This is an optimization exercise on Yosys and OpenROAD, whose aim is small area, a short achievable clock period and few clock cycles, not a production implementation. In this exercise RTL edits were held to simulation tests only and were not proved equivalent to the original. No activity file was given, so power comes from the tool's default toggle rates.

## design/flow/config.mk

```make
export PLATFORM = sky130hd
export DESIGN_NAME = fpga_sys_top
export DESIGN_NICKNAME = fpga_sys_top
export VERILOG_FILES = /design/flow/design.v
export SDC_FILE = /design/flow/constraint.sdc
export NUM_CORES = 4
export LEC_CHECK = 0
export CAP_MARGIN = 20
export CORE_MARGIN = 2
export CORE_UTILIZATION = 30
export PLACE_DENSITY = 0.35
export SLEW_MARGIN = 20
export SYNTH_MEMORY_MAX_BITS = 16384
```

## design/flow/constraint.sdc

```tcl
create_clock -name core_clock -period 10.0 [get_ports {i_clk}]
set_input_delay 2.0000 -clock core_clock [delete_from_list [all_inputs] [get_ports {i_clk}]]
set_output_delay 2.0000 -clock core_clock [all_outputs]
set_load 0.01 [all_outputs]
```

## design/flow/design.v

```verilog
package fpga_sys_pkg;
	localparam int LINE_W = 128;  
	localparam int MASK_W = 16;  
	localparam int ADDR_W = 32;  
	localparam int LINE_OFS = 4;  
	localparam int LINE_IDX_W = ADDR_W - LINE_OFS;  
	localparam int IO_AW = 14;  
	localparam int IO_DW = 32;
	localparam int LED_W = 3;
	localparam logic [IO_AW-1:0] LED_BASE = 14'h3f80;  
	typedef enum logic {
		CMD_READ = 1'b0,
		CMD_WRITE = 1'b1
	} cmd_e;
	typedef enum logic {
		MST_UART = 1'b0,
		MST_DC = 1'b1
	} master_e;
endpackage
`timescale 1ns/100ps
module bus_arbiter (
	input logic i_clk,
	input logic i_rst_n,
	input logic i_uart_wstart_rq,
	input logic i_uart_rstart_rq,
	input logic [fpga_sys_pkg::ADDR_W-1:0] i_uart_win_addr,
	input logic [fpga_sys_pkg::ADDR_W-1:0] i_uart_rin_addr,
	input logic [fpga_sys_pkg::LINE_W-1:0] i_uart_in_wdata,
	input logic [fpga_sys_pkg::MASK_W-1:0] i_uart_in_mask,
	output logic o_uart_finish_wresp,
	output logic o_uart_finish_mrd,
	output logic o_uart_rdat_m_valid,
	output logic [fpga_sys_pkg::LINE_W-1:0] o_uart_rdat_m_data,
	input logic i_dc_wstart_rq,
	input logic i_dc_rstart_rq,
	input logic [fpga_sys_pkg::ADDR_W-1:0] i_dc_win_addr,
	input logic [fpga_sys_pkg::ADDR_W-1:0] i_dc_rin_addr,
	input logic [fpga_sys_pkg::LINE_W-1:0] i_dc_in_wdata,
	input logic [fpga_sys_pkg::MASK_W-1:0] i_dc_in_mask,
	output logic o_dc_finish_wresp,
	output logic o_dc_finish_mrd,
	output logic o_dc_rdat_m_valid,
	output logic [fpga_sys_pkg::LINE_W-1:0] o_dc_rdat_m_data,
	output logic o_dc_rqfull,
	output logic o_we,
	output logic [fpga_sys_pkg::LINE_IDX_W-1:0] o_wline,
	output logic [fpga_sys_pkg::LINE_W-1:0] o_wdata,
	output logic [fpga_sys_pkg::MASK_W-1:0] o_wmask,
	output logic [fpga_sys_pkg::LINE_IDX_W-1:0] o_rline,
	input logic [fpga_sys_pkg::LINE_W-1:0] i_rd_data
);
fpga_sys_pkg::master_e own;  
logic uart_pend;  
logic dc_pend;
fpga_sys_pkg::cmd_e uart_type;  
fpga_sys_pkg::cmd_e dc_type;
logic uart_fw, uart_fr;  
logic dc_fw, dc_fr;
logic dc_out;  
logic uart_wr, uart_rd;  
logic dc_wr, dc_rd;
logic uart_srv, dc_srv;  
logic uart_pend_n, dc_pend_n;
fpga_sys_pkg::master_e own_n;
assign uart_wr = i_uart_wstart_rq | (uart_pend & (uart_type == fpga_sys_pkg::CMD_WRITE));
assign uart_rd = i_uart_rstart_rq | (uart_pend & (uart_type == fpga_sys_pkg::CMD_READ));
assign dc_wr = i_dc_wstart_rq | (dc_pend & (dc_type == fpga_sys_pkg::CMD_WRITE));
assign dc_rd = i_dc_rstart_rq | (dc_pend & (dc_type == fpga_sys_pkg::CMD_READ));
assign uart_srv = (own == fpga_sys_pkg::MST_UART);
assign dc_srv = (own == fpga_sys_pkg::MST_DC);
assign uart_pend_n = (uart_wr | uart_rd) & ~uart_srv;
assign dc_pend_n = (dc_wr | dc_rd) & ~dc_srv;
always_comb begin
	if (uart_pend_n)
		own_n = fpga_sys_pkg::MST_UART;
	else if (dc_pend_n)
		own_n = fpga_sys_pkg::MST_DC;
	else if (uart_fw | uart_fr)
		own_n = fpga_sys_pkg::MST_UART;
	else if (dc_fw | dc_fr)
		own_n = fpga_sys_pkg::MST_DC;
	else if (uart_srv & (uart_wr | uart_rd))
		own_n = fpga_sys_pkg::MST_DC;
	else if (dc_srv & (dc_wr | dc_rd))
		own_n = fpga_sys_pkg::MST_UART;
	else
		own_n = own;
end
always_ff @(posedge i_clk or negedge i_rst_n) begin
	if (!i_rst_n) begin
		own <= fpga_sys_pkg::MST_UART;
		uart_pend <= 1'b0;
		dc_pend <= 1'b0;
		uart_type <= fpga_sys_pkg::CMD_READ;
		dc_type <= fpga_sys_pkg::CMD_READ;
		uart_fw <= 1'b0;
		uart_fr <= 1'b0;
		dc_fw <= 1'b0;
		dc_fr <= 1'b0;
		dc_out <= 1'b0;
	end else begin
		own <= own_n;
		uart_pend <= uart_pend_n;
		dc_pend <= dc_pend_n;
		if (i_uart_wstart_rq | i_uart_rstart_rq)
			uart_type <= i_uart_wstart_rq ? fpga_sys_pkg::CMD_WRITE : fpga_sys_pkg::CMD_READ;
		if (i_dc_wstart_rq | i_dc_rstart_rq)
			dc_type <= i_dc_wstart_rq ? fpga_sys_pkg::CMD_WRITE : fpga_sys_pkg::CMD_READ;
		uart_fw <= uart_srv & uart_wr;
		uart_fr <= uart_srv & uart_rd;
		dc_fw <= dc_srv & dc_wr;
		dc_fr <= dc_srv & dc_rd;
		if (i_dc_wstart_rq | i_dc_rstart_rq)
			dc_out <= 1'b1;
		else if (dc_fw | dc_fr)
			dc_out <= 1'b0;
	end
end
assign o_we = uart_srv ? uart_wr : dc_wr;
assign o_wline = uart_srv ? i_uart_win_addr[fpga_sys_pkg::ADDR_W-1:fpga_sys_pkg::LINE_OFS]
	: i_dc_win_addr[fpga_sys_pkg::ADDR_W-1:fpga_sys_pkg::LINE_OFS];
assign o_wdata = uart_srv ? i_uart_in_wdata : i_dc_in_wdata;
assign o_wmask = uart_srv ? i_uart_in_mask : i_dc_in_mask;
assign o_rline = uart_srv ? i_uart_rin_addr[fpga_sys_pkg::ADDR_W-1:fpga_sys_pkg::LINE_OFS]
	: i_dc_rin_addr[fpga_sys_pkg::ADDR_W-1:fpga_sys_pkg::LINE_OFS];
assign o_dc_rqfull = dc_out;
assign o_uart_finish_wresp = uart_fw;
assign o_uart_finish_mrd = uart_fr;
assign o_uart_rdat_m_valid = uart_fr;
assign o_uart_rdat_m_data = i_rd_data;  
assign o_dc_finish_wresp = dc_fw;
assign o_dc_finish_mrd = dc_fr;
assign o_dc_rdat_m_valid = dc_fr;
assign o_dc_rdat_m_data = i_rd_data;
endmodule
`timescale 1ns/100ps
module line_mem_ctrl #(
	parameter int MEM_AW = 6  
) (
	input logic i_clk,
	input logic i_we,
	input logic [fpga_sys_pkg::LINE_IDX_W-1:0] i_wline,
	input logic [fpga_sys_pkg::LINE_W-1:0] i_wdata,
	input logic [fpga_sys_pkg::MASK_W-1:0] i_wmask,
	input logic [fpga_sys_pkg::LINE_IDX_W-1:0] i_rline,
	output logic [fpga_sys_pkg::LINE_W-1:0] o_rd_data
);
localparam int MEM_DEPTH = 1 << MEM_AW;
logic [fpga_sys_pkg::LINE_W-1:0] mem_array [0:MEM_DEPTH-1];
logic [MEM_AW-1:0] widx;
logic [MEM_AW-1:0] ridx;
logic [fpga_sys_pkg::LINE_W-1:0] rd_q;
assign widx = i_wline[MEM_AW-1:0];
assign ridx = i_rline[MEM_AW-1:0];
always_ff @(posedge i_clk) begin
	if (i_we) begin
		for (int b = 0; b < fpga_sys_pkg::MASK_W; b++) begin
			if (!i_wmask[b])
				mem_array[widx][b*8 +: 8] <= i_wdata[b*8 +: 8];
		end
	end
end
always_ff @(posedge i_clk) begin
	rd_q <= mem_array[ridx];
end
assign o_rd_data = rd_q;
endmodule
`timescale 1ns/100ps
module io_led (
	input logic i_clk,
	input logic i_rst_n,
	input logic i_dma_io_we,
	input logic [fpga_sys_pkg::IO_AW-1:0] i_dma_io_wadr,
	input logic [fpga_sys_pkg::IO_DW-1:0] i_dma_io_wdata,
	input logic [fpga_sys_pkg::IO_AW-1:0] i_dma_io_radr,
	input logic [fpga_sys_pkg::IO_DW-1:0] i_dma_io_rdata_in,
	output logic [fpga_sys_pkg::IO_DW-1:0] o_dma_io_rdata,
	output logic [fpga_sys_pkg::LED_W-1:0] o_rgb_led,
	output logic [fpga_sys_pkg::LED_W-1:0] o_rgb_led1,
	output logic [fpga_sys_pkg::LED_W-1:0] o_rgb_led2,
	output logic [fpga_sys_pkg::LED_W-1:0] o_rgb_led3
);
logic [fpga_sys_pkg::LED_W-1:0] led_q [0:3];
logic wr_hit;
logic rd_hit;
logic [fpga_sys_pkg::IO_DW-1:0] rdata_q;
assign wr_hit = i_dma_io_we &
	(i_dma_io_wadr[fpga_sys_pkg::IO_AW-1:2] == fpga_sys_pkg::LED_BASE[fpga_sys_pkg::IO_AW-1:2]);
assign rd_hit =
	(i_dma_io_radr[fpga_sys_pkg::IO_AW-1:2] == fpga_sys_pkg::LED_BASE[fpga_sys_pkg::IO_AW-1:2]);
always_ff @(posedge i_clk or negedge i_rst_n) begin
	if (!i_rst_n) begin
		for (int i = 0; i < 4; i++)
			led_q[i] <= '0;  
	end else if (wr_hit) begin
		led_q[i_dma_io_wadr[1:0]] <= i_dma_io_wdata[fpga_sys_pkg::LED_W-1:0];
	end
end
always_ff @(posedge i_clk or negedge i_rst_n) begin
	if (!i_rst_n)
		rdata_q <= '0;
	else if (rd_hit)
		rdata_q <= {{(fpga_sys_pkg::IO_DW-fpga_sys_pkg::LED_W){1'b0}},
			led_q[i_dma_io_radr[1:0]]};
	else
		rdata_q <= i_dma_io_rdata_in;
end
assign o_dma_io_rdata = rdata_q;
assign o_rgb_led = led_q[0];
assign o_rgb_led1 = led_q[1];
assign o_rgb_led2 = led_q[2];
assign o_rgb_led3 = led_q[3];
endmodule
`timescale 1ns/100ps
module fpga_sys_top #(
	parameter int MEM_AW = 5,
	parameter int RD_LAT = 1  
) (
	input logic i_clk,
	input logic i_rst_n,
	input logic i_uart_wstart_rq,
	input logic i_uart_rstart_rq,
	input logic [fpga_sys_pkg::ADDR_W-1:0] i_uart_win_addr,
	input logic [fpga_sys_pkg::ADDR_W-1:0] i_uart_rin_addr,
	input logic [fpga_sys_pkg::LINE_W-1:0] i_uart_in_wdata,
	input logic [fpga_sys_pkg::MASK_W-1:0] i_uart_in_mask,
	output logic o_uart_finish_wresp,
	output logic o_uart_finish_mrd,
	output logic o_uart_rdat_m_valid,
	output logic [fpga_sys_pkg::LINE_W-1:0] o_uart_rdat_m_data,
	input logic i_dc_wstart_rq,
	input logic i_dc_rstart_rq,
	input logic [fpga_sys_pkg::ADDR_W-1:0] i_dc_win_addr,
	input logic [fpga_sys_pkg::ADDR_W-1:0] i_dc_rin_addr,
	input logic [fpga_sys_pkg::LINE_W-1:0] i_dc_in_wdata,
	input logic [fpga_sys_pkg::MASK_W-1:0] i_dc_in_mask,
	output logic o_dc_finish_wresp,
	output logic o_dc_finish_mrd,
	output logic o_dc_rdat_m_valid,
	output logic [fpga_sys_pkg::LINE_W-1:0] o_dc_rdat_m_data,
	output logic o_dc_rqfull,
	input logic i_dma_io_we,
	input logic [fpga_sys_pkg::IO_AW-1:0] i_dma_io_wadr,
	input logic [fpga_sys_pkg::IO_DW-1:0] i_dma_io_wdata,
	input logic [fpga_sys_pkg::IO_AW-1:0] i_dma_io_radr,
	input logic [fpga_sys_pkg::IO_DW-1:0] i_dma_io_rdata_in,
	output logic [fpga_sys_pkg::IO_DW-1:0] o_dma_io_rdata,
	output logic [fpga_sys_pkg::LED_W-1:0] o_rgb_led,
	output logic [fpga_sys_pkg::LED_W-1:0] o_rgb_led1,
	output logic [fpga_sys_pkg::LED_W-1:0] o_rgb_led2,
	output logic [fpga_sys_pkg::LED_W-1:0] o_rgb_led3
);
logic we;
logic [fpga_sys_pkg::LINE_IDX_W-1:0] wline;
logic [fpga_sys_pkg::LINE_W-1:0] wdata;
logic [fpga_sys_pkg::MASK_W-1:0] wmask;
logic [fpga_sys_pkg::LINE_IDX_W-1:0] rline;
logic [fpga_sys_pkg::LINE_W-1:0] rd_data;
bus_arbiter u_arb (
	.i_clk(i_clk),
	.i_rst_n(i_rst_n),
	.i_uart_wstart_rq(i_uart_wstart_rq),
	.i_uart_rstart_rq(i_uart_rstart_rq),
	.i_uart_win_addr(i_uart_win_addr),
	.i_uart_rin_addr(i_uart_rin_addr),
	.i_uart_in_wdata(i_uart_in_wdata),
	.i_uart_in_mask(i_uart_in_mask),
	.o_uart_finish_wresp(o_uart_finish_wresp),
	.o_uart_finish_mrd(o_uart_finish_mrd),
	.o_uart_rdat_m_valid(o_uart_rdat_m_valid),
	.o_uart_rdat_m_data(o_uart_rdat_m_data),
	.i_dc_wstart_rq(i_dc_wstart_rq),
	.i_dc_rstart_rq(i_dc_rstart_rq),
	.i_dc_win_addr(i_dc_win_addr),
	.i_dc_rin_addr(i_dc_rin_addr),
	.i_dc_in_wdata(i_dc_in_wdata),
	.i_dc_in_mask(i_dc_in_mask),
	.o_dc_finish_wresp(o_dc_finish_wresp),
	.o_dc_finish_mrd(o_dc_finish_mrd),
	.o_dc_rdat_m_valid(o_dc_rdat_m_valid),
	.o_dc_rdat_m_data(o_dc_rdat_m_data),
	.o_dc_rqfull(o_dc_rqfull),
	.o_we(we),
	.o_wline(wline),
	.o_wdata(wdata),
	.o_wmask(wmask),
	.o_rline(rline),
	.i_rd_data(rd_data)
);
line_mem_ctrl #(.MEM_AW(MEM_AW)) u_mem (
	.i_clk(i_clk),
	.i_we(we),
	.i_wline(wline),
	.i_wdata(wdata),
	.i_wmask(wmask),
	.i_rline(rline),
	.o_rd_data(rd_data)
);
io_led u_led (
	.i_clk(i_clk),
	.i_rst_n(i_rst_n),
	.i_dma_io_we(i_dma_io_we),
	.i_dma_io_wadr(i_dma_io_wadr),
	.i_dma_io_wdata(i_dma_io_wdata),
	.i_dma_io_radr(i_dma_io_radr),
	.i_dma_io_rdata_in(i_dma_io_rdata_in),
	.o_dma_io_rdata(o_dma_io_rdata),
	.o_rgb_led(o_rgb_led),
	.o_rgb_led1(o_rgb_led1),
	.o_rgb_led2(o_rgb_led2),
	.o_rgb_led3(o_rgb_led3)
);
endmodule
```

## design/flow/run.sh

```bash
#!/bin/bash
# synth_recipe.tcl (not shown) runs the flow's synth.tcl, then flattens the netlist and writes it again
# the make line also repeats each setting of config.mk as NAME=value (left out here)
make -C /OpenROAD-flow-scripts/flow DESIGN_CONFIG=/design/flow/config.mk WORK_HOME=/design/flow/orfs CLKGATE_MAP_FILE= SYNTH_SCRIPT=/design/flow/synth_recipe.tcl finish
```

==> results of run 1 <==
-- power groups by stage --
stage                     clock network [mW]  registers, mW  logic, mW
after detailed placement                   0           22.9       18.2
after CTS                               19.5           22.6       18.3
final                                   19.2           22.5       18.2
after global routing                    20.1           22.6       19.0
after global placement                     0           22.9       18.1
after floorplan                            0           22.5       8.96
-- flip-flops by register name, summed over array words and instances, names as in the netlist --
name,count
u_arb.dc_pend,1
u_arb.own,1
u_arb.uart_fr,1
u_led.rdata_q,32
u_mem.mem_array,4096
u_arb.uart_fw,1
u_arb.uart_pend,1
u_arb.dc_fr,1
u_arb.dc_out,1
u_led.led_q,12
u_arb.dc_fw,1
u_mem.rd_q,128
u_arb.dc_type,1
u_arb.uart_type,1
-- layer usage --
layer	vias up	GRT usage [%]	wire, µm
li1	50547	-	-
met1	64640	35.2	349000
met2	5453	42.2	380000
met3	1139	3.93	51800
met4	36	8.97	29600
met5	-	0	247
-- worst max path at each step --
| stage | startpoint | to | slack (ns) | depth (start not counted) |
|---|---|---|---|---|
| floorplan | i_uart_rin_addr[4] | u_mem.rd_q[81] | 6.09 | 11 |
| global placement | i_uart_rin_addr[4] | u_mem.rd_q[41] | 3.22 | 8 |
| detailed placement | i_uart_rin_addr[4] | u_mem.rd_q[41] | 3.30 | 8 |
| CTS | u_arb.own | u_mem.mem_array[1][37] | 4.38 | 8 |
| global route | i_dc_rin_addr[4] | u_mem.rd_q[41] | 4.40 | 8 |
| finish | i_uart_rin_addr[5] | u_mem.rd_q[106] | 4.37 | 8 |
-- layout make-up --
type	instances	area [µm²]
diodes	59	148
clock buffers	701	14600
clock inverters	255	2480
fillers	56804	384000
inverters	27	139
multi-input cells	7225	47300
flip-flops and latches	4278	127000
well taps	7837	9810
repair buffers	994	9750
-- stage by stage --
step / worst slack [ns] / util (%) / area (µm²)
after floorplan: 6.09 / - / 179000
after global placement: 3.22 / 32.6 / 194000
after detailed placement: 3.30 / 32.6 / 194000
after CTS: 4.38 / 35.5 / 211000
after global routing: 4.40 / 35.5 / 211000
final: 4.37 / 35.5 / 211000
-- kinds of logic (layout without fill, tap and decap cells) --
logic type	count (synthesis)	after routing	synth area share, %
other	0	59	0
DFF	4278	4278	70.8
muxes	805	805	5.81
buffers and inverters	1218	1977	3.26
AOI/OAI and AO/OA	3516	3516	13.3
and+or+nand+nor	2904	2904	6.87
-- worst register-to-register path, stage by stage, from the launching register on --
cell and delay, ns:
dfrtp_4 0.74, buf_12 0.43, buf_4 0.92, mux2_8 0.68, buf_4 0.48, nor2_4 0.43, buf_4 0.32, o21ai_0 0.15
nor3_1 0.89, a311oi_1 0.23
-- placed cells by master, fill, tap and decap left out, types with 56 or more instances in the layout --
master / Yosys / routed
mux4_2: 173 / 173
dfxtp_1: 128 / 128
nand3_1: 360 / 360
a221oi_1: 159 / 159
nor2_1: 897 / 870
o31ai_1: 68 / 68
diode_2: 0 / 59
o22ai_1: 168 / 168
o32ai_1: 80 / 78
edfxtp_1: 4096 / 4096
o211ai_1: 100 / 100
a21oi_1: 971 / 971
buf_4: 173 / 265
o311ai_0: 57 / 56
clkbuf_16: 0 / 550
nand2_1: 1300 / 1254
mux2_2: 147 / 144
clkdlybuf4s50_1: 0 / 679
mux2i_1: 482 / 478
a31oi_1: 63 / 63
clkinv_1: 1 / 93
a21o_1: 180 / 180
o21ai_0: 382 / 382
clkbuf_1: 518 / 121
o221ai_1: 97 / 97
clkinv_2: 0 / 79
a2bb2oi_1: 106 / 106
nor2b_1: 80 / 76
a211oi_1: 697 / 697
==> results.json, run 1 <==
{
  "synth_common_cells": "edfxtp_1, nand2_1, a21oi_1, nor2_1, a211oi_1",
  "fp.dieW_um": 777,
  "synthArstFlopShare_pct": 1.26,
  "fin_setup_tns_ns": 0,
  "first_pass_iters": 5,
  "synth-seq-cells": 4278,
  "min_period_ns": 5.63,
  "clockRootBuffer": "clkbuf_16",
  "clk_pin_slew_ns": 0.06,
  "hold-worst-slack_ns": 0.489,
  "cts_resized": 0,
  "drc": 0,
  "ir_drop_mv": 0.185,
  "fmax_mhz": 178,
  "timing.final.hold_violations": 0,
  "ys_top_cells_by_area": "edfxtp_1, a211oi_1, nand2_1",
  "cp.arrival_ns": 6.50,
  "yosysTopAreaCell": "edfxtp_1",
  "hold_path_class": "flop to flop",
  "overflow": 0,
  "detail-route-antenna-nets": 0,
  "setup_viol": 0,
  "syn2layout_area_growth_pct": 17.7,
  "pwr-share-clk_pct": 32.0,
  "crit_family": "buffers and inverters",
  "finish.net_count": 13571,
  "cts_sinks": 4278,
  "finalWirelength_um": 811000,
  "worst-path-buf-inv": 4,
  "slowest_stage": "mux2_8",
  "dp_hpwl_um": 475000,
  "cts_buffers": 530,
  "combPwrFrac_pct": 30.4,
  "cts_tree": "done",
  "critPathKind": "input pin to flop",
  "antenna_found_initial": 104,
  "rsz0062_at_grt": "false",
  "dp_cells": 20359,
  "slew_headroom_pct": 13.6,
  "synthCells": 12721,
  "grt_pass1_vias": 119644,
  "ctsHtreeMaxLevel": 6,
  "status": "complete, no violations",
  "stdcell_count": 21376,
  "rrSetupSlack_ns": 4.53,
  "path_common_cell": "buf_4",
  "ys.flop_type": "edfxtp_1",
  "p_int_mw": 38.0,
  "ioPinCount": 822,
  "crit_required_ns": 10.87,
  "grt_pass1_wl_um": 1080000,
  "yosysTopAreaCellShare_pct": 68.6,
  "tightest_slew_ns": 1.28,
  "cap_violations": 0,
  "synth_edf_count": 4096,
  "r2r-end": "u_mem.rd_q[52]",
  "leakagePower_nw": 68.4,
  "dieHeight_um": 777,
  "path_cells": "buf_8 > buf_4 > mux2_8 > buf_4 > buf_4 > mux4_2 > a22oi_1 > o32ai_1",
  "die_area_um2": 604000,
  "ys_types": 80,
  "p_total_mw": 59.9,
  "p_seq_share_pct": 37.6,
  "p_sw_share_pct": 36.5,
  "power_per_cell_area_nw_per_um2": 284,
  "place.gp.congestion": 0.789,
  "grt_max_degree": 139,
  "whs_endpoint": "u_arb.dc_out",
  "syn_area_per_cell_um2": 14.1,
  "reg2reg_from": "u_arb.own",
  "fin_crit_sh_pct": 56.3,
  "grtUsageTotal_pct": 25.9,
  "start_util_pct": 30.1,
  "rows": 283,
  "yosys_warnings": 4,
  "holdBufCountCts": 0,
  "drt_iter0_drc": 13106,
  "cts_setup_buffers": 0,
  "worstHoldPathCells": 1,
  "hp-start": "u_arb.dc_out",
  "cts_max_path_buffers": 4,
  "end_kind": "flop",
  "design.core.area_um2": 595000,
  "final_max_slew_viol_count": 0,
  "synth-seq-area-share_pct": 70.8,
  "drive_above_1_share_pct": 11.4,
  "insertion_delay_ns": 1.09,
  "worstPathMaxFanout": 68,
  "num_vias": 121815,
  "r2r_cells": 9,
  "numPortBuffers": 684,
  "syn-num-nets": 13236,
  "avgRoutedWirePerCell_um": 37.9,
  "avgViaCountPerCell": 5.70,
  "cp_slowest_stage_delay_ns": 0.84,
  "p_switching_mw": 21.9,
  "clock_skew_ns": 0.0365,
  "yosysMostFrequentCell": "edfxtp_1",
  "netlist_area_um2": 179000,
  "cp-start-kind": "input pin"
}
Testbench counts, summed over its fixed seeds: cycles 2,592.
==> run 2, diff against run 1 <==
--- a/design/flow/design.v
+++ b/design/flow/design.v
@@ -149,6 +149,8 @@
 logic [fpga_sys_pkg::LINE_W-1:0] mem_array [0:MEM_DEPTH-1];
 logic [MEM_AW-1:0] widx;
 logic [MEM_AW-1:0] ridx;
+logic [MEM_DEPTH-1:0] rsel;
+logic [fpga_sys_pkg::LINE_W-1:0] rd_mux;
 logic [fpga_sys_pkg::LINE_W-1:0] rd_q;
 assign widx = i_wline[MEM_AW-1:0];
 assign ridx = i_rline[MEM_AW-1:0];
@@ -160,8 +162,17 @@
 		end
 	end
 end
+always_comb begin
+	for (int l = 0; l < MEM_DEPTH; l++)
+		rsel[l] = (ridx == l[MEM_AW-1:0]);
+end
+always_comb begin
+	rd_mux = '0;
+	for (int l = 0; l < MEM_DEPTH; l++)
+		rd_mux = rd_mux | (mem_array[l] & {fpga_sys_pkg::LINE_W{rsel[l]}});
+end
 always_ff @(posedge i_clk) begin
-	rd_q <= mem_array[ridx];
+	rd_q <= rd_mux;
 end
 assign o_rd_data = rd_q;
 endmodule
--- a/design/flow/config.mk
+++ b/design/flow/config.mk
@@ -7,7 +7,8 @@
 export LEC_CHECK = 0
 export CAP_MARGIN = 20
 export CORE_MARGIN = 2
-export CORE_UTILIZATION = 30
-export PLACE_DENSITY = 0.35
+export CORE_UTILIZATION = 40
+export PLACE_DENSITY = 0.5
+export SETUP_SLACK_MARGIN = 5
 export SLEW_MARGIN = 20
 export SYNTH_MEMORY_MAX_BITS = 16384
==> run 2 against run 1 <==
- clock power is 13% lower
- setup slack better by 0.50 ns
- area after synthesis shrank 11%
- via count fell by 25%
- power down 16%
- final area shrank 12%
- sequential power about the same
- final cell count decreased by 29%
- global-route usage shrank 3.2 points
- clock-buffer cell count is 116 lower
- die area down 33%
- still clean
- critical path depth is the same
==> results.json, run 2 <==
{
  "dp_cells": 14425,
  "first_pass_iters": 9,
  "insertion_delay_ns": 0.99,
  "stdcell_count": 15282,
  "syn_area_per_cell_um2": 17.2,
  "fin_setup_tns_ns": 0,
  "cts_sinks": 4278,
  "end_kind": "flop",
  "clk_pin_slew_ns": 0.06,
  "fin_crit_sh_pct": 51.3,
  "ys_top_cells_by_area": "edfxtp_1, a221oi_1, a22oi_1",
  "leakagePower_nw": 56.8,
  "avgViaCountPerCell": 5.99,
  "largest-register": "u_mem.mem_array",
  "detail-route-antenna-nets": 0,
  "r2r-end": "u_mem.mem_array[29][31]",
  "yosysTopAreaCellShare_pct": 77.1,
  "fp.dieW_um": 636,
  "rows": 231,
  "timing.final.hold_violations": 0,
  "grtUsageTotal_pct": 22.7,
  "path_common_cell": "a211oi_1",
  "rsz0062_at_grt": "false",
  "p_seq_share_pct": 44.3,
  "syn-num-nets": 9769,
  "mostFrequentLayoutCell": "edfxtp_1",
  "p_switching_mw": 15.2,
  "p_sw_share_pct": 30.4,
  "synth_common_cells": "edfxtp_1, nor2_1, a22oi_1, a221oi_1, clkbuf_1",
  "tightest_slew_ns": 1.30,
  "start_util_pct": 40.3,
  "ys_types": 54,
  "power_per_cell_area_nw_per_um2": 270,
  "ctsHtreeMaxLevel": 5,
  "drt_iter0_drc": 11167,
  "crit_required_ns": 10.77,
  "ys.flop_type": "edfxtp_1",
  "ioPinCount": 822,
  "largest_reg_flops": 4096,
  "clockRootBuffer": "clkbuf_16",
  "setup_viol": 0,
  "numPortBuffers": 684,
  "combPwrFrac_pct": 22.5,
  "finalWirelength_um": 476000,
  "final_max_slew_viol_count": 0,
  "reg2reg_from": "u_arb.own",
  "worst-path-buf-inv": 3,
  "synth_edf_count": 4096,
  "avgRoutedWirePerCell_um": 31.2,
  "drc": 0,
  "path_cells": "clkdlybuf4s50_1 > mux2_8 > buf_12 > buf_4 > a21oi_1 > a211oi_1 > a211oi_1 > nand3_1",
  "syn2layout_area_growth_pct": 16.4,
  "antenna_found_initial": 23,
  "cp.arrival_ns": 5.90,
  "yosys_warnings": 4,
  "design.core.area_um2": 397000,
  "critPathKind": "input pin to flop",
  "hold_path_class": "flop to flop",
  "cap_violations": 0,
  "dp_hpwl_um": 275000,
  "reg.largest.list": "u_mem.mem_array: 4096 flops, u_mem.rd_q: 128 flops, u_led.rdata_q: 32 flops",
  "synthCells": 9254,
  "die_area_um2": 404000,
  "grt_pass1_vias": 90834,
  "slowest_stage": "a211oi_1",
  "grt_pass1_wl_um": 666000,
  "cts_tree": "done",
  "synth-seq-area-share_pct": 79.5,
  "place.gp.congestion": 0.781,
  "cp-start-kind": "input pin",
  "worstHoldPathCells": 2,
  "clock_skew_ns": 0.0564,
  "mostFrequentLayoutCells": "edfxtp_1, nor2_1, clkdlybuf4s50_1",
  "fill_cells": 33503,
  "whs_endpoint": "u_mem.rd_q[35]",
  "overflow": 0,
  "num_vias": 91586,
  "ir_drop_mv": 0.202,
  "r2r_cells": 6,
  "slew_headroom_pct": 13.5,
  "hp-start": "u_mem.mem_array[17][35]",
  "yosysMostFrequentCell": "edfxtp_1",
  "finish.net_count": 10158,
  "p_int_mw": 35.0,
  "pwr-share-clk_pct": 33.2,
  "holdBufCountCts": 0,
  "rrSetupSlack_ns": 5.21,
  "min_period_ns": 5.13,
  "synthArstFlopShare_pct": 1.26,
  "grt_max_degree": 185,
  "drive_above_1_share_pct": 11.3,
  "fmax_mhz": 195,
  "yosysTopAreaCell": "edfxtp_1",
  "crit_family": "buffers and inverters",
  "cts_buffers": 446,
  "netlist_area_um2": 160000,
  "status": "complete, no violations",
  "cp_slowest_stage_delay_ns": 0.73,
  "worstPathMaxFanout": 132,
  "dieHeight_um": 636,
  "synth-seq-cells": 4278,
  "cts_max_path_buffers": 4
}
==> run 2: cell count changes after synthesis, moves of 230 or more <==
cell,previous run,this run
a211oi_1,697,253
mux2i_1,482,20
a222oi_1,0,384
a21oi_1,971,389
o21ai_0,382,1
buf_2,393,124
nand3_1,360,130
a22oi_1,42,644
a221oi_1,159,640
nand2_1,1300,58
==> run 2: repair_timing <==
item / in CTS / in global routing
setup buffers: 0 / 7
pin swaps: 2 / 1
endpoints found under the setup margin: 45 / 74
resized for setup: 7 / 21
gates cloned: 2 / 2
==> run 2: per-stage QoR <==
stage | utilization [%] | hold slack, ns | setup WS (ns) | power (mW) | instance area [µm²]
after floorplan | - | 0.453 | 6.13 | 28.7 | 160000
final | 46.8 | 0.470 | 4.87 | 50.2 | 186000
after CTS | 46.8 | 0.477 | 4.90 | 50.6 | 186000
after detailed placement | 43.0 | 0.480 | 3.70 | 33.9 | 171000
after global routing | 46.8 | 0.487 | 4.99 | 52.0 | 186000
after global placement | 43.0 | 0.476 | 3.71 | 33.8 | 171000
==> run 2: cell type report <==
class	count	area (µm²)	share of cell area [%]
clock inverters	246	2630	1.42
flip-flops and latches	4278	127000	68.3
repair buffers	838	8440	4.54
well taps	5242	6560	3.53
clock buffers	585	12200	6.55
diodes	14	35.0	0.0189
inverters	10	37.5	0.0202
multi-input cells	4069	29000	15.6
==> run 2: power groups by stage <==
stage	registers, mW	logic [mW]	clock network (mW)
5_1_grt	22.3	12.0	17.6
2_1_floorplan	22.5	6.14	0
3_5_place_dp	22.7	11.3	0
3_3_place_gp	22.6	11.1	0
6_report	22.3	11.3	16.7
4_1_cts	22.3	11.3	16.9
==> run 2: logic make-up after synthesis <==
kind of cell           Yosys count  share of synthesized area, %
buffers and inverters          911                          2.62
DFF                           4278                          79.5
and+or+nand+nor               1177                          3.08
muxes                          168                          1.19
AOI/OAI and AO/OA             2720                          13.6
==> run 2: how the worst max path moves through the flow <==
stage,start,slack (ns),cells after the start,endpoint
3_5_place_dp,i_uart_rin_addr[4],3.70,9,u_mem.rd_q[125]
5_1_grt,i_uart_rin_addr[8],4.99,8,u_mem.rd_q[86]
3_3_place_gp,i_uart_rin_addr[4],3.71,9,u_mem.rd_q[125]
2_1_floorplan,i_dc_wstart_rq,6.13,8,u_mem.mem_array[5][40]
4_1_cts,i_dc_rin_addr[5],4.90,9,u_mem.rd_q[23]
6_report,i_uart_rin_addr[8],4.87,8,u_mem.rd_q[84]
==> run 2: tightest hold or removal path, stage by stage, from the launching register on <==
cell	delay [ns]
edfxtp_1	0.32
a211oi_1	0.06
nand3_1	0.08
==> run 2: per-layer routing <==
layer | share of wire, % | wire length [µm] | GRT usage [%] | vias up
met5 | 0 | 0 | 0 | -
met4 | 2.9 | 13700 | 6.36 | 0
met3 | 6.9 | 32800 | 3.36 | 607
met2 | 49 | 233000 | 38.0 | 3815
met1 | 41 | 197000 | 30.8 | 47643
li1 | - | - | - | 39521
Testbench counts of run 2, summed over its fixed seeds: cycles 2,592.
==> run 3, diff against run 2 <==
--- a/design/flow/design.v
+++ b/design/flow/design.v
@@ -18,7 +18,9 @@
 	} master_e;
 endpackage
 `timescale 1ns/100ps
-module bus_arbiter (
+module bus_arbiter #(
+	parameter int LW = 5  
+) (
 	input logic i_clk,
 	input logic i_rst_n,
 	input logic i_uart_wstart_rq,
@@ -43,12 +45,13 @@
 	output logic [fpga_sys_pkg::LINE_W-1:0] o_dc_rdat_m_data,
 	output logic o_dc_rqfull,
 	output logic o_we,
-	output logic [fpga_sys_pkg::LINE_IDX_W-1:0] o_wline,
+	output logic [(1<<LW)-1:0] o_wsel,
 	output logic [fpga_sys_pkg::LINE_W-1:0] o_wdata,
 	output logic [fpga_sys_pkg::MASK_W-1:0] o_wmask,
-	output logic [fpga_sys_pkg::LINE_IDX_W-1:0] o_rline,
+	output logic [(1<<LW)-1:0] o_rsel,
 	input logic [fpga_sys_pkg::LINE_W-1:0] i_rd_data
 );
+localparam int NLINE = 1 << LW;
 fpga_sys_pkg::master_e own;  
 logic uart_pend;  
 logic dc_pend;
@@ -117,12 +120,16 @@
 	end
 end
 assign o_we = uart_srv ? uart_wr : dc_wr;
-assign o_wline = uart_srv ? i_uart_win_addr[fpga_sys_pkg::ADDR_W-1:fpga_sys_pkg::LINE_OFS]
-	: i_dc_win_addr[fpga_sys_pkg::ADDR_W-1:fpga_sys_pkg::LINE_OFS];
 assign o_wdata = uart_srv ? i_uart_in_wdata : i_dc_in_wdata;
 assign o_wmask = uart_srv ? i_uart_in_mask : i_dc_in_mask;
-assign o_rline = uart_srv ? i_uart_rin_addr[fpga_sys_pkg::ADDR_W-1:fpga_sys_pkg::LINE_OFS]
-	: i_dc_rin_addr[fpga_sys_pkg::ADDR_W-1:fpga_sys_pkg::LINE_OFS];
+always_comb begin
+	for (int l = 0; l < NLINE; l++) begin
+		o_wsel[l] = uart_srv ? (i_uart_win_addr[fpga_sys_pkg::LINE_OFS +: LW] == l[LW-1:0])
+			: (i_dc_win_addr[fpga_sys_pkg::LINE_OFS +: LW] == l[LW-1:0]);
+		o_rsel[l] = uart_srv ? (i_uart_rin_addr[fpga_sys_pkg::LINE_OFS +: LW] == l[LW-1:0])
+			: (i_dc_rin_addr[fpga_sys_pkg::LINE_OFS +: LW] == l[LW-1:0]);
+	end
+end
 assign o_dc_rqfull = dc_out;
 assign o_uart_finish_wresp = uart_fw;
 assign o_uart_finish_mrd = uart_fr;
@@ -139,37 +146,28 @@
 ) (
 	input logic i_clk,
 	input logic i_we,
-	input logic [fpga_sys_pkg::LINE_IDX_W-1:0] i_wline,
+	input logic [(1<<MEM_AW)-1:0] i_wsel,  
 	input logic [fpga_sys_pkg::LINE_W-1:0] i_wdata,
 	input logic [fpga_sys_pkg::MASK_W-1:0] i_wmask,
-	input logic [fpga_sys_pkg::LINE_IDX_W-1:0] i_rline,
+	input logic [(1<<MEM_AW)-1:0] i_rsel,  
 	output logic [fpga_sys_pkg::LINE_W-1:0] o_rd_data
 );
 localparam int MEM_DEPTH = 1 << MEM_AW;
 logic [fpga_sys_pkg::LINE_W-1:0] mem_array [0:MEM_DEPTH-1];
-logic [MEM_AW-1:0] widx;
-logic [MEM_AW-1:0] ridx;
-logic [MEM_DEPTH-1:0] rsel;
 logic [fpga_sys_pkg::LINE_W-1:0] rd_mux;
 logic [fpga_sys_pkg::LINE_W-1:0] rd_q;
-assign widx = i_wline[MEM_AW-1:0];
-assign ridx = i_rline[MEM_AW-1:0];
 always_ff @(posedge i_clk) begin
-	if (i_we) begin
+	for (int l = 0; l < MEM_DEPTH; l++) begin
 		for (int b = 0; b < fpga_sys_pkg::MASK_W; b++) begin
-			if (!i_wmask[b])
-				mem_array[widx][b*8 +: 8] <= i_wdata[b*8 +: 8];
+			if (i_we & i_wsel[l] & !i_wmask[b])
+				mem_array[l][b*8 +: 8] <= i_wdata[b*8 +: 8];
 		end
 	end
 end
 always_comb begin
-	for (int l = 0; l < MEM_DEPTH; l++)
-		rsel[l] = (ridx == l[MEM_AW-1:0]);
-end
-always_comb begin
 	rd_mux = '0;
 	for (int l = 0; l < MEM_DEPTH; l++)
-		rd_mux = rd_mux | (mem_array[l] & {fpga_sys_pkg::LINE_W{rsel[l]}});
+		rd_mux = rd_mux | (mem_array[l] & {fpga_sys_pkg::LINE_W{i_rsel[l]}});
 end
 always_ff @(posedge i_clk) begin
 	rd_q <= rd_mux;
@@ -262,12 +260,12 @@
 	output logic [fpga_sys_pkg::LED_W-1:0] o_rgb_led3
 );
 logic we;
-logic [fpga_sys_pkg::LINE_IDX_W-1:0] wline;
+logic [(1<<MEM_AW)-1:0] wsel;
 logic [fpga_sys_pkg::LINE_W-1:0] wdata;
 logic [fpga_sys_pkg::MASK_W-1:0] wmask;
-logic [fpga_sys_pkg::LINE_IDX_W-1:0] rline;
+logic [(1<<MEM_AW)-1:0] rsel;
 logic [fpga_sys_pkg::LINE_W-1:0] rd_data;
-bus_arbiter u_arb (
+bus_arbiter #(.LW(MEM_AW)) u_arb (
 	.i_clk(i_clk),
 	.i_rst_n(i_rst_n),
 	.i_uart_wstart_rq(i_uart_wstart_rq),
@@ -292,19 +290,19 @@
 	.o_dc_rdat_m_data(o_dc_rdat_m_data),
 	.o_dc_rqfull(o_dc_rqfull),
 	.o_we(we),
-	.o_wline(wline),
+	.o_wsel(wsel),
 	.o_wdata(wdata),
 	.o_wmask(wmask),
-	.o_rline(rline),
+	.o_rsel(rsel),
 	.i_rd_data(rd_data)
 );
 line_mem_ctrl #(.MEM_AW(MEM_AW)) u_mem (
 	.i_clk(i_clk),
 	.i_we(we),
-	.i_wline(wline),
+	.i_wsel(wsel),
 	.i_wdata(wdata),
 	.i_wmask(wmask),
-	.i_rline(rline),
+	.i_rsel(rsel),
 	.o_rd_data(rd_data)
 );
 io_led u_led (
==> design/flow/flow/run.sh (new file) <==
#!/bin/bash
set -euo pipefail
bash standard.sh SETUP_SLACK_MARGIN=6.5 finish > standard_flow.log 2>&1
==> design/flow/standard.sh (new file) <==
#!/bin/bash
# synth_recipe.tcl (not shown) runs the flow's synth.tcl, then flattens the netlist and writes it again
# the make line also repeats each setting of config.mk as NAME=value (left out here)
make -C /OpenROAD-flow-scripts/flow DESIGN_CONFIG=/design/flow/config.mk WORK_HOME=/design/flow/orfs CLKGATE_MAP_FILE= SYNTH_SCRIPT=/design/flow/synth_recipe.tcl "${@:-finish}"
--- a/design/flow/config.mk
+++ b/design/flow/config.mk
@@ -9,6 +9,5 @@
 export CORE_MARGIN = 2
 export CORE_UTILIZATION = 40
 export PLACE_DENSITY = 0.5
-export SETUP_SLACK_MARGIN = 5
 export SLEW_MARGIN = 20
 export SYNTH_MEMORY_MAX_BITS = 16384
removed: design/flow/run.sh
==> run 3 against run 2 <==
- register-to-register slack better by 1.5 ns
- global-route usage rose by 3.8 points
- area after synthesis increased by 2.1%
- clock-buffer cell count is 4 higher
- die area up 2.1%
- fmax is 40% higher
- largest cell class unchanged
- final cell count grew 11%
- clock skew is 0.019 ns higher
==> results.json, run 3 <==
{
  "cp-start-kind": "flop",
  "grtUsageTotal_pct": 26.5,
  "netlist_area_um2": 163000,
  "design.core.area_um2": 406000,
  "largest_reg_flops": 4096,
  "final_max_slew_viol_count": 0,
  "ir_drop_mv": 0.173,
  "stdcell_area_um2": 202000,
  "synth_edf_count": 4096,
  "rsz0062_at_grt": "true",
  "num_vias": 100171,
  "min_period_ns": 3.67,
  "leakagePower_nw": 66.1,
  "yosysTopAreaCellShare_pct": 75.5,
  "path_depth": 2,
  "drive_above_1_share_pct": 23.7,
  "ys_types": 77,
  "holdBufCountCts": 0,
  "place.gp.congestion": 0.798,
  "clk_pin_slew_ns": 0.06,
  "die_area_um2": 413000,
  "finish.net_count": 11664,
  "cts_tree": "done",
  "slew_headroom_pct": 21.4,
  "avgRoutedWirePerCell_um": 33.7,
  "ys.flop_type": "edfxtp_1",
  "syn2layout_area_growth_pct": 24.2,
  "cts_buffers": 447,
  "dieHeight_um": 642,
  "avgViaCountPerCell": 5.90,
  "synthArstFlopShare_pct": 1.26,
  "cp-startpoint": "u_mem.rd_q[126]",
  "synth_common_cells": "edfxtp_1, a22oi_1, nand2_1, nor2_1, o22ai_1",
  "critPathKind": "flop to output pin",
  "mostFrequentLayoutCells": "edfxtp_1, a22oi_1, nand2_1",
  "r2r_cells": 5,
  "start_util_pct": 40.1,
  "ioPinCount": 822,
  "grt_max_degree": 168,
  "crit_family": "flip-flops",
  "cp.arrival_ns": 1.67,
  "drc": 0,
  "status": "complete, no violations",
  "syn_area_per_cell_um2": 15.9,
  "ctsHtreeMaxLevel": 5,
  "synth-seq-cells": 4278,
  "reg.largest.list": "u_mem.mem_array: 4096 flops, u_mem.rd_q: 128 flops, u_led.rdata_q: 32 flops",
  "place_area_um2": 176000,
  "clockRootBuffer": "clkbuf_16",
  "cts_sinks": 4278,
  "clock_skew_ns": 0.0756,
  "worstHoldPathCells": 2,
  "hold_path_class": "flop to flop",
  "fmax_mhz": 273,
  "fp.dieW_um": 642,
  "insertion_delay_ns": 1.01,
  "drt_iter0_drc": 12840,
  "overflow": 0,
  "grt_pass1_vias": 97530,
  "worst-path-buf-inv": 2,
  "first_pass_iters": 6,
  "cp_slowest_stage_delay_ns": 0.45,
  "cts_max_path_buffers": 4,
  "mostFrequentLayoutCell": "edfxtp_1",
  "finalWirelength_um": 573000,
  "numPortBuffers": 684,
  "syn-num-nets": 10769,
  "slowest_stage": "dfxtp_4",
  "path_cells": "buf_6 > buf_6",
  "power_per_cell_area_nw_per_um2": 253,
  "hp-start": "u_mem.mem_array[30][53]",
  "end_kind": "output pin",
  "rows": 234,
  "yosysTopAreaCell": "edfxtp_1",
  "setup_viol": 0,
  "cap_violations": 0,
  "synthCells": 10254,
  "fin_setup_tns_ns": 0,
  "yosysMostFrequentCell": "edfxtp_1",
  "dp_hpwl_um": 296000,
  "yosys_warnings": 5,
  "grt_pass1_wl_um": 771000,
  "detail-route-antenna-nets": 0,
  "synth-seq-area-share_pct": 77.9,
  "tightest_slew_ns": 1.18,
  "path_common_cell": "buf_6",
  "crit_required_ns": 8.00,
  "largest-register": "u_mem.mem_array",
  "antenna_found_initial": 35,
  "ys_top_cells_by_area": "edfxtp_1, a22oi_1, nand2_1",
  "worstPathMaxFanout": 2,
  "reg2reg_from": "u_arb.own",
  "timing.final.hold_violations": 0,
  "fin_crit_sh_pct": 36.7
}
==> run 3: cell count changes after synthesis, moves of 132 or more <==
| cell | before | now |
|---|---|---|
| mux2i_1 | 20 | 259 |
| a211oi_1 | 253 | 0 |
| nand2_1 | 58 | 1065 |
| a221oi_1 | 640 | 3 |
| o22ai_1 | 259 | 512 |
| a22oi_1 | 644 | 1143 |
| a222oi_1 | 384 | 2 |
| nor2_1 | 795 | 663 |
==> run 3: worst register-to-register path: cells and delay by family (launching register included) <==
family	cells	cell delay (ns)
AND/OR/NAND/NOR	1	0.66
buffers and inverters	3	1.37
multiplexers	1	0.42
flip-flops	1	0.51
==> run 3: final timing paths <==
path	slack, ns	endpoint
worst min register to register	0.51	u_mem.rd_q[53]
max in group asynchronous	8.29	u_arb.own
worst max-delay path	6.33	o_uart_rdat_m_data[126]
worst max register to register	6.67	u_mem.mem_array[18][22]
worst min-delay path	0.51	u_mem.rd_q[53]
min in group asynchronous	1.17	u_led.rdata_q[29]
==> run 3: power breakdown <==
part           internal, mW  total [mW]  leakage [nW]  switching [mW]
Combinational          3.74        12.3          20.4            8.53
Clock                  9.46        16.5          7.08            7.02
Sequential             21.9        22.4          38.6           0.464
Total                  35.1        51.2          66.1            16.0
==> run 3: final cells by class <==
class / count / area, µm²
fillers: 33500 / 204000
flip-flops and latches: 4278 / 127000
multi-input cells: 5120 / 38000
repair buffers: 1293 / 15900
clock buffers: 589 / 12200
well taps: 5428 / 6790
clock inverters: 245 / 2340
inverters: 9 / 33.8
diodes: 13 / 32.5
==> run 3: logic make-up (layout without fill, tap and decap cells) <==
kind of cell	count (synthesis)	after routing	share of synthesized area [%]
flip-flops	4278	4278	77.9
AO/OA/AOI/OAI	2470	2475	11.1
AND/OR/NAND/NOR	2204	2218	5.65
buffers and inverters	877	2136	2.57
multiplexers	425	427	2.76
other	0	13	0
==> run 3: timing repair <==
item                       4_1_cts  5_1_grt
gates resized for setup       2575      154
setup endpoints to repair     4573     2151
buffers inserted               373       36
gates cloned                    74       13
pin swaps                      181       40
==> run 3: per-stage QoR <==
step | util (%) | setup slack [ns] | hold WS (ns) | power, mW | instances
floorplan | - | 6.24 | 0.452 | 28.1 | 10254
global placement | 43.4 | 3.33 | 0.482 | 32.7 | 15630
detailed placement | 43.4 | 3.26 | 0.493 | 32.9 | 15630
CTS | 49.5 | 6.28 | 0.512 | 51.0 | 16911
global route | 49.8 | 6.32 | 0.532 | 52.6 | 16969
finish | 49.9 | 6.33 | 0.509 | 51.2 | 16975
==> run 3: routing by layer <==
layer / GRT usage (%) / up-vias / wire length (µm)
li1: - / 42537 / -
met3: 4.39 / 807 / 46800
met4: 9.77 / 8 / 22300
met1: 36.6 / 51992 / 234000
met5: 0 / - / 56
met2: 42.4 / 4827 / 269000
Testbench counts of run 3, summed over its fixed seeds: cycles 2,592.
==> run 4, diff against run 3 <==
==> design/flow/flow/run.sh (replaced) <==
#!/bin/bash
set -euo pipefail
export BUFFER_PORTS_ARGS="-buffer_cell sky130_fd_sc_hd__buf_2"
bash standard.sh SETUP_SLACK_MARGIN=6.3 "BUFFER_PORTS_ARGS=$BUFFER_PORTS_ARGS" finish > standard_flow.log 2>&1
==> run 4 against run 3 <==
- clock-buffer cell count fell by 13
- largest power group unchanged
- final area fell by 5.4%
- synthesized cell count did not move
- non-clock buffer count fell by 363
- die area did not move
- worst hold slack got worse by 0.019 ns
- sequential share of layout area rose by 3.5 points
- utilization fell by 2.7 points
==> results.json, run 4 <==
{
  "mostFrequentLayoutCell": "edfxtp_1",
  "end_kind": "flop",
  "dieHeight_um": 642,
  "slew_headroom_pct": 15.8,
  "rrSetupSlack_ns": 6.25,
  "cp.arrival_ns": 4.66,
  "cts_max_path_buffers": 4,
  "synthArstFlopShare_pct": 1.26,
  "yosysTopAreaCell": "edfxtp_1",
  "yosys_warnings": 5,
  "cts_buffers": 449,
  "syn_area_per_cell_um2": 15.9,
  "insertion_delay_ns": 1.01,
  "reg2reg_from": "u_arb.own",
  "crit_end": "u_mem.rd_q[74]",
  "cp_slowest_stage_delay_ns": 0.62,
  "start_util_pct": 40.1,
  "worstPathMaxFanout": 82,
  "finalWirelength_um": 529000,
  "ys_top_cells_by_area": "edfxtp_1, a22oi_1, nand2_1",
  "first_pass_iters": 5,
  "numPortBuffers": 684,
  "drc": 0,
  "p_int_mw": 34.0,
  "die_area_um2": 413000,
  "p_seq_share_pct": 45.1,
  "detail-route-antenna-nets": 0,
  "clock_skew_ns": 0.0366,
  "holdBufCountCts": 0,
  "finish.net_count": 11298,
  "grt_pass1_vias": 93734,
  "reg.largest.list": "u_mem.mem_array: 4096 flops, u_mem.rd_q: 128 flops, u_led.rdata_q: 32 flops",
  "leakagePower_nw": 62.5,
  "fin_crit_sh_pct": 38.9,
  "grt_pass1_wl_um": 708000,
  "ctsHtreeMaxLevel": 5,
  "setup_viol": 0,
  "largest-register": "u_mem.mem_array",
  "clockRootBuffer": "clkbuf_16",
  "avgViaCountPerCell": 5.80,
  "cp-start-kind": "input pin",
  "ir_drop_mv": 0.205,
  "hold_path_class": "flop to flop",
  "slowest_stage": "a2111oi_1",
  "combPwrFrac_pct": 21.7,
  "crit_required_ns": 10.77,
  "synth_edf_count": 4096,
  "yosysMostFrequentCell": "edfxtp_1",
  "ys_types": 77,
  "tightest_slew_ns": 1.26,
  "place.gp.congestion": 0.802,
  "hp-start": "u_arb.dc_out",
  "pre_cts_slack_ns": 3.88,
  "synth_common_cells": "edfxtp_1, a22oi_1, nand2_1, nor2_1, o22ai_1",
  "fin_ws_ns": 6.11,
  "largest_reg_flops": 4096,
  "drt_iter0_drc": 10674,
  "ys.flop_type": "edfxtp_1",
  "grt_max_degree": 129,
  "pwr-share-clk_pct": 33.1,
  "avgRoutedWirePerCell_um": 31.9,
  "synthCells": 10254,
  "clk_pin_slew_ns": 0.06,
  "num_vias": 96229,
  "overflow": 0,
  "power_per_cell_area_nw_per_um2": 257,
  "critPathKind": "input pin to flop",
  "cts_tree": "done",
  "cp-startpoint": "i_dc_rin_addr[7]",
  "r2r-end": "u_mem.rd_q[27]",
  "final_max_slew_viol_count": 0,
  "cap_violations": 0,
  "mostFrequentLayoutCells": "edfxtp_1, a22oi_1, nand2_1",
  "r2r_cells": 8,
  "syn-num-nets": 10769,
  "synth-seq-area-share_pct": 77.9,
  "ioPinCount": 822,
  "status": "complete, no violations",
  "timing.final.hold_violations": 0,
  "yosysTopAreaCellShare_pct": 75.5,
  "p_switching_mw": 15.3,
  "fp.dieW_um": 642,
  "fmax_mhz": 257,
  "grtUsageTotal_pct": 24.1,
  "design.core.area_um2": 406000,
  "synth-seq-cells": 4278,
  "p_sw_share_pct": 31.0,
  "antenna_found_initial": 24,
  "fin_util_pct": 47.1,
  "dp_hpwl_um": 293000,
  "cts_sinks": 4278,
  "rsz0062_at_grt": "true",
  "rows": 234,
  "drive_above_1_share_pct": 22.8,
  "fin_setup_tns_ns": 0,
  "syn2layout_area_growth_pct": 17.4,
  "netlist_area_um2": 163000,
  "min_period_ns": 3.89,
  "path_cells": "buf_2 > nand3b_1 > buf_6 > a22oi_2 > clkbuf_16 > a22oi_1 > nand2_1 > a2111oi_1 > nand4_1"
}
[run 4: cell count changes in the layout (fill, tap and decap cells not counted), sizes merged, moves of 5 or more]
cell,change
buf,+28
bufbuf,-35
clkdlybuf4s50,-355
clkinv,+10
diode,-5
dlygate4sd2,-5
dlymetal6s2s,-5
[run 4: through the flow]
| step | hold WS (ns) | instance area (µm²) | cells | power (mW) |
|---|---|---|---|---|
| finish | 0.490 | 191000 | 16600 | 49.3 |
| global route | 0.510 | 191000 | 16597 | 50.8 |
| CTS | 0.493 | 188000 | 16532 | 49.0 |
| detailed placement | 0.479 | 171000 | 15631 | 32.0 |
| global placement | 0.471 | 171000 | 15631 | 31.8 |
| floorplan | 0.447 | 163000 | 10254 | 27.8 |
[run 4: worst max-delay path, delay by kind of cell]
kind            cells  cell delay (ns)
compound gates      3             1.12
buf+inv             3             0.71
simple gates        3             0.56
[run 4: final cells by class]
type,instances,area [µm²]
diodes,8,20.0
inverters,9,33.8
multi-input cells,5115,36200
clock inverters,256,2330
repair buffers,930,7040
flip-flops and latches,4278,127000
well taps,5428,6790
clock buffers,576,12100
fillers,34488,215000
[run 4: logic make-up (layout without fill, tap and decap cells)]
family | count (synthesis) | count (layout) | synth area share (%)
AO/OA/AOI/OAI | 2470 | 2472 | 11.1
buffers and inverters | 877 | 1771 | 2.57
flip-flops | 4278 | 4278 | 77.9
multiplexers | 425 | 427 | 2.76
other | 0 | 8 | 0
AND/OR/NAND/NOR | 2204 | 2216 | 5.65
[run 4: power by group through the flow]
stage / combinational, mW / sequential [mW] / clock, mW
4_1_cts: 10.1 / 22.3 / 16.5
2_1_floorplan: 5.33 / 22.5 / 0
5_1_grt: 11.3 / 22.3 / 17.3
6_report: 10.7 / 22.2 / 16.3
3_3_place_gp: 9.20 / 22.6 / 0
3_5_place_dp: 9.34 / 22.6 / 0
[run 4: how the worst min path moves through the flow]
| stage | endpoint | slack (ns) | depth (start not counted) |
|---|---|---|---|
| global placement | u_arb.dc_out | 0.47 | 1 |
| global route | u_arb.dc_type | 0.51 | 1 |
| finish | u_arb.dc_out | 0.49 | 1 |
| floorplan | u_mem.rd_q[124] | 0.45 | 2 |
| CTS | u_arb.dc_type | 0.49 | 1 |
| detailed placement | u_arb.dc_type | 0.48 | 1 |
[run 4: what timing repair did]
item                                    4_1_cts  5_1_grt
pin swaps                                    15       38
setup buffers                                45       35
gates resized for setup                     729      467
endpoints found under the setup margin     4219     2456
gates cloned                                 24       25
[run 4: per-layer routing]
metal	vias to the layer above	part of all wire (%)	track usage, %
met3	775	7.1	3.51
met2	4090	49	40.6
met5	-	0.010	0
met1	49646	40	31.8
met4	8	4.1	8.65
li1	41710	-	-
==> run 5, diff against run 4 <==
--- a/design/flow/config.mk
+++ b/design/flow/config.mk
@@ -8,6 +8,8 @@
 export CAP_MARGIN = 20
 export CORE_MARGIN = 2
 export CORE_UTILIZATION = 40
+export CTS_CLUSTER_DIAMETER = 100
+export CTS_CLUSTER_SIZE = 30
 export PLACE_DENSITY = 0.5
 export SLEW_MARGIN = 20
 export SYNTH_MEMORY_MAX_BITS = 16384
==> run 5 against run 4 <==
- critical path type unchanged
- final cell count is 3.2% lower
- non-clock buffer count is 1 lower
- power is 15% lower
- final area is 4.7% lower
- wire length is 1.3% lower
- sequential cell count stayed put
- still clean on timing, DRC and antenna
- sequential power hardly changed
- combinational power hardly changed
- clock-buffer cell count is 298 lower
- critical path depth is 1 lower
- sequential share of layout area is 3.3 points higher
- critical endpoint is now u_mem.rd_q[27]
- fmax is 1.1% higher
==> results.json, run 5 <==
{
  "cp_slowest_stage_delay_ns": 0.57,
  "worstPathMaxFanout": 114,
  "fin_ws_ns": 6.16,
  "syn2layout_area_growth_pct": 11.9,
  "design.core.area_um2": 406000,
  "drt_iter0_drc": 10738,
  "grt_max_degree": 129,
  "die_area_um2": 413000,
  "cp.arrival_ns": 4.69,
  "place.gp.congestion": 0.802,
  "slowest_stage": "or4_4",
  "worstHoldPathCells": 1,
  "p_total_mw": 41.9,
  "detail-route-antenna-nets": 0,
  "num_vias": 94050,
  "grt_pass1_wl_um": 702000,
  "path_cells": "buf_2 > nor3_4 > or2_4 > buf_12 > nand3_2 > nand2_1 > a221o_1 > or4_4",
  "cp-start-kind": "input pin",
  "crit_family": "simple AND/OR/NAND/NOR gates",
  "end_kind": "flop",
  "synth-seq-cells": 4278,
  "synth-seq-area-share_pct": 77.9,
  "slew_headroom_pct": 18.5,
  "power_per_cell_area_nw_per_um2": 230,
  "clock_skew_ns": 0.0628,
  "avgViaCountPerCell": 5.85,
  "fin_crit_sh_pct": 38.4,
  "syn-num-nets": 10769,
  "largest-register": "u_mem.mem_array",
  "synthArstFlopShare_pct": 1.26,
  "overflow": 0,
  "finalWirelength_um": 523000,
  "ioPinCount": 822,
  "worst-path-buf-inv": 2,
  "avgRoutedWirePerCell_um": 32.5,
  "insertion_delay_ns": 0.97,
  "numPortBuffers": 684,
  "yosysTopAreaCell": "edfxtp_1",
  "fin_setup_tns_ns": 0,
  "first_pass_iters": 8,
  "start_util_pct": 40.1,
  "ys.flop_type": "edfxtp_1",
  "cts_sinks": 4278,
  "place_area_um2": 171000,
  "stdcell_count": 16074,
  "drive_above_1_share_pct": 19.7,
  "dp_hpwl_um": 293000,
  "timing.final.hold_violations": 0,
  "syn_area_per_cell_um2": 15.9,
  "ctsHtreeMaxLevel": 4,
  "reg.largest.list": "u_mem.mem_array: 4096 flops, u_mem.rd_q: 128 flops, u_led.rdata_q: 32 flops",
  "r2r-end": "u_mem.rd_q[83]",
  "dp_cells": 15631,
  "yosysMostFrequentCell": "edfxtp_1",
  "yosys_warnings": 5,
  "largest_reg_flops": 4096,
  "min_period_ns": 3.84,
  "clockRootBuffer": "clkbuf_16",
  "yosysTopAreaCellShare_pct": 75.5,
  "hold_path_class": "flop to flop",
  "r2r_cells": 11,
  "grt_pass1_vias": 90914,
  "hp-start": "u_arb.dc_out",
  "ys_top_cells_by_area": "edfxtp_1, a22oi_1, nand2_1",
  "ir_drop_mv": 0.186,
  "reg2reg_from": "u_arb.own",
  "final_max_slew_viol_count": 0,
  "cts_tree": "done",
  "cts_buffers": 170,
  "stdcell_area_um2": 182000,
  "cap_violations": 0,
  "critPathKind": "input pin to flop",
  "dieHeight_um": 642,
  "cts_max_path_buffers": 4,
  "synthCells": 10254,
  "setup_viol": 0,
  "ys_types": 77,
  "drc": 0,
  "finish.net_count": 11017,
  "fmax_mhz": 260,
  "clk_pin_slew_ns": 0.12,
  "rsz0062_at_grt": "true",
  "whs_endpoint": "u_arb.dc_out",
  "pre_cts_slack_ns": 3.88,
  "grtUsageTotal_pct": 23.9,
  "fp.dieW_um": 642,
  "rows": 234,
  "rrSetupSlack_ns": 6.29,
  "tightest_slew_ns": 1.22,
  "holdBufCountCts": 0,
  "synth_edf_count": 4096,
  "status": "complete, no violations",
  "synth_common_cells": "edfxtp_1, a22oi_1, nand2_1, nor2_1, o22ai_1",
  "mostFrequentLayoutCells": "edfxtp_1, a22oi_1, nand2_1",
  "netlist_area_um2": 163000,
  "antenna_found_initial": 29,
  "mostFrequentLayoutCell": "edfxtp_1",
  "crit_required_ns": 10.84,
  "leakagePower_nw": 58.1
}
==> run 5: kinds of logic (layout without fill, tap and decap cells) <==
kind of cell | Yosys count | after routing | synth area share, %
multiplexers | 425 | 427 | 2.76
buffers and inverters | 877 | 1244 | 2.57
AO/OA/AOI/OAI | 2470 | 2472 | 11.1
AND/OR/NAND/NOR | 2204 | 2215 | 5.65
other | 0 | 10 | 0
flip-flops | 4278 | 4278 | 77.9
==> run 5: worst max-delay path by stage <==
stage                             from                      to  slack, ns  cells after the start
floorplan           i_uart_win_addr[5]   u_mem.mem_array[0][0]       6.21                      5
global placement        i_dc_wstart_rq  u_mem.mem_array[6][19]       3.94                      8
detailed placement      i_dc_wstart_rq  u_mem.mem_array[6][19]       3.88                      8
CTS                   i_dc_rin_addr[7]           u_mem.rd_q[0]       6.14                      9
global route          i_uart_wstart_rq  u_mem.mem_array[9][63]       6.17                      8
finish              i_uart_rin_addr[7]          u_mem.rd_q[27]       6.16                      8
==> run 5: area by class of cell <==
cell class	instances	area, µm²
fill	35200	224000
sequential	4278	127000
timing repair buffer	929	7050
multi-input combinational	5114	36200
antenna	10	25.0
clock inverter	28	418
inverter	9	33.8
tap	5428	6790
clock buffer	278	4870
==> run 5: repair_timing <==
| item | CTS | global route |
|---|---|---|
| pin swaps | 29 | 25 |
| setup endpoints to repair | 4216 | 1653 |
| cloned | 29 | 15 |
| gates resized for setup | 962 | 229 |
| setup buffers | 52 | 31 |
==> run 5: worst reg2reg max path, stage by stage, from the launching register on <==
cell and delay, ns:
dfrtp_4 0.82, buf_12 0.31, or3_1 0.31, a22oi_2 0.12
buf_4 0.15, clkbuf_16 0.29, clkbuf_16 0.38, a22oi_1 0.14
nand2_1 0.10, a2111oi_1 0.54, buf_4 0.23, nand4_1 0.13
==> run 5: per-stage QoR <==
step                hold slack [ns]  utilization [%]
finish                        0.499             44.9
global route                  0.524             44.9
CTS                           0.506             44.4
detailed placement            0.479             42.0
global placement              0.471             42.0
floorplan                     0.447                -
==> run 5: power by group <==
part	total, mW	leakage [nW]	switching (mW)	internal (mW)
Sequential	22.2	38.6	0.376	21.8
Combinational	10.6	16.9	7.89	2.75
Clock	9.06	2.54	5.46	3.60
==> run 5: layer usage <==
layer,vias to the layer above,wire [µm],global-route usage [%],part of all wire (%)
met1,49040,212000,32.1,41
met4,10,21900,8.35,4.2
met3,618,33100,2.65,6.3
li1,40782,-,-,-
met2,3600,255000,40.5,49
met5,-,63,0,0.012
==> run 6, diff against run 5 <==
--- a/design/flow/config.mk
+++ b/design/flow/config.mk
@@ -7,9 +7,7 @@
 export LEC_CHECK = 0
 export CAP_MARGIN = 20
 export CORE_MARGIN = 2
-export CORE_UTILIZATION = 40
-export CTS_CLUSTER_DIAMETER = 100
-export CTS_CLUSTER_SIZE = 30
-export PLACE_DENSITY = 0.5
+export CORE_UTILIZATION = 55
+export PLACE_DENSITY = 0.65
 export SLEW_MARGIN = 20
 export SYNTH_MEMORY_MAX_BITS = 16384
==> run 6 against run 5 <==
- still clean
- final area is 2.5% higher
- largest cell class unchanged
- die area is 27% lower
- fmax is 3.9% lower
==> results.json, run 6 <==
{
  "cp-start-kind": "input pin",
  "syn2layout_area_growth_pct": 14.6,
  "synthArstFlopShare_pct": 1.26,
  "reg.largest.list": "u_mem.mem_array: 4096 flops, u_mem.rd_q: 128 flops, u_led.rdata_q: 32 flops",
  "avgRoutedWirePerCell_um": 32.2,
  "finish.net_count": 11244,
  "r2r_cells": 4,
  "slew_headroom_pct": 2.95,
  "grt_pass1_vias": 93957,
  "design.core.area_um2": 294000,
  "clock_skew_ns": 0.0597,
  "grt_max_degree": 166,
  "ctsHtreeMaxLevel": 5,
  "cts_max_path_buffers": 4,
  "cap_violations": 0,
  "grt_pass1_wl_um": 666000,
  "mostFrequentLayoutCells": "edfxtp_1, a22oi_1, nand2_1",
  "synthCells": 10254,
  "combPwrFrac_pct": 20.8,
  "p_sw_share_pct": 30.4,
  "cp.arrival_ns": 4.75,
  "leakagePower_nw": 61.8,
  "cp_slowest_stage_delay_ns": 0.46,
  "rows": 199,
  "largest_reg_flops": 4096,
  "ys_top_cells_by_area": "edfxtp_1, a22oi_1, nand2_1",
  "yosysTopAreaCell": "edfxtp_1",
  "clk_pin_slew_ns": 0.06,
  "die_area_um2": 301000,
  "final_max_slew_viol_count": 0,
  "critPathKind": "input pin to flop",
  "ir_drop_mv": 0.223,
  "p_switching_mw": 14.6,
  "synth_common_cells": "edfxtp_1, a22oi_1, nand2_1, nor2_1, o22ai_1",
  "fmax_mhz": 250,
  "largest-register": "u_mem.mem_array",
  "num_vias": 98178,
  "dp_cells": 14126,
  "slowest_stage": "a2111oi_1",
  "end_kind": "flop",
  "ys_types": 77,
  "mostFrequentLayoutCell": "edfxtp_1",
  "p_seq_share_pct": 46.2,
  "ioPinCount": 822,
  "status": "complete, no violations",
  "insertion_delay_ns": 0.99,
  "drc": 0,
  "tightest_slew_ns": 1.46,
  "worstHoldPathCells": 2
}
-- run 6: cell counts after synthesis --
No cell type changed its count.
-- run 6: power groups by stage --
stage                     sequential, mW  clock [mW]  combinational (mW)
final                               22.3        15.9                10.0
after floorplan                     22.5           0                5.33
after global routing                22.3        16.7                10.5
after detailed placement            22.7           0                8.91
after CTS                           22.3        16.0                9.63
after global placement              22.6           0                8.71
-- run 6: logic make-up after synthesis --
group | after synthesis | synth area share [%]
buf+inv | 877 | 2.57
flops | 4278 | 77.9
mux | 425 | 2.76
compound gates | 2470 | 11.1
simple gates | 2204 | 5.65
-- run 6: path summary, 6_finish.rpt --
kind	startpoint	to	slack [ns]
max	i_dc_rin_addr[8]	u_mem.rd_q[57]	6.00
min	u_mem.mem_array[0][124]	u_mem.rd_q[124]	0.49
min reg2reg	u_mem.mem_array[0][124]	u_mem.rd_q[124]	0.49
max reg2reg	u_arb.own	u_mem.mem_array[1][75]	6.33
max in group asynchronous	i_rst_n	u_arb.own	8.42
min in group asynchronous	i_rst_n	u_arb.dc_out	1.07
-- run 6: area by class of cell --
| class | instances | area, µm² |
|---|---|---|
| flip-flops and latches | 4278 | 127000 |
| fillers | 20512 | 107000 |
| multi-input cells | 5117 | 34500 |
| clock buffers | 557 | 11500 |
| repair buffers | 902 | 6410 |
| well taps | 3919 | 4900 |
| clock inverters | 231 | 2490 |
| diodes | 20 | 50.0 |
| inverters | 9 | 33.8 |
-- run 6: timing repair --
| item | CTS | global route |
|---|---|---|
| resized for setup | 553 | 285 |
| endpoints found under the hold margin | 0 | 0 |
| hold buffers | 0 | 0 |
| cloned | 23 | 13 |
| endpoints found under the setup margin | 3112 | 2723 |
| pin swaps | 23 | 15 |
| buffers inserted | 52 | 10 |
-- run 6: stage by stage --
step / hold WS, ns / worst slack, ns / utilization, % / power [mW]
finish: 0.494 / 6.00 / 63.5 / 48.2
floorplan: 0.447 / 6.21 / - / 27.8
global placement: 0.473 / 4.16 / 57.3 / 31.3
CTS: 0.491 / 6.10 / 63.0 / 47.9
global route: 0.516 / 6.06 / 63.5 / 49.5
detailed placement: 0.480 / 4.15 / 57.3 / 31.6
-- run 6: per-layer routing --
metal  share of wire (%)  vias to the layer above  track usage, %
met2                  48                     5954            49.6
li1                    -                    41544               -
met5               0.013                        -               0
met3                  10                      977            5.24
met4                 5.2                       10            14.8
met1                  37                    49693            41.6
-- run 6: worst max-delay path: cells and delay by family --
family,cells,cell delay [ns]
compound gates,2,0.59
buf+inv,3,0.78
mux,1,0.15
simple gates,2,0.62

Check on run 6: ideal ports give 6.000 ns setup slack; a clkbuf_16 on the clock port and buf_2 on the inputs give 5.956 ns; moving port delays by the midpoint clock arrival (1.067 ns) as well gives 4.889 ns.
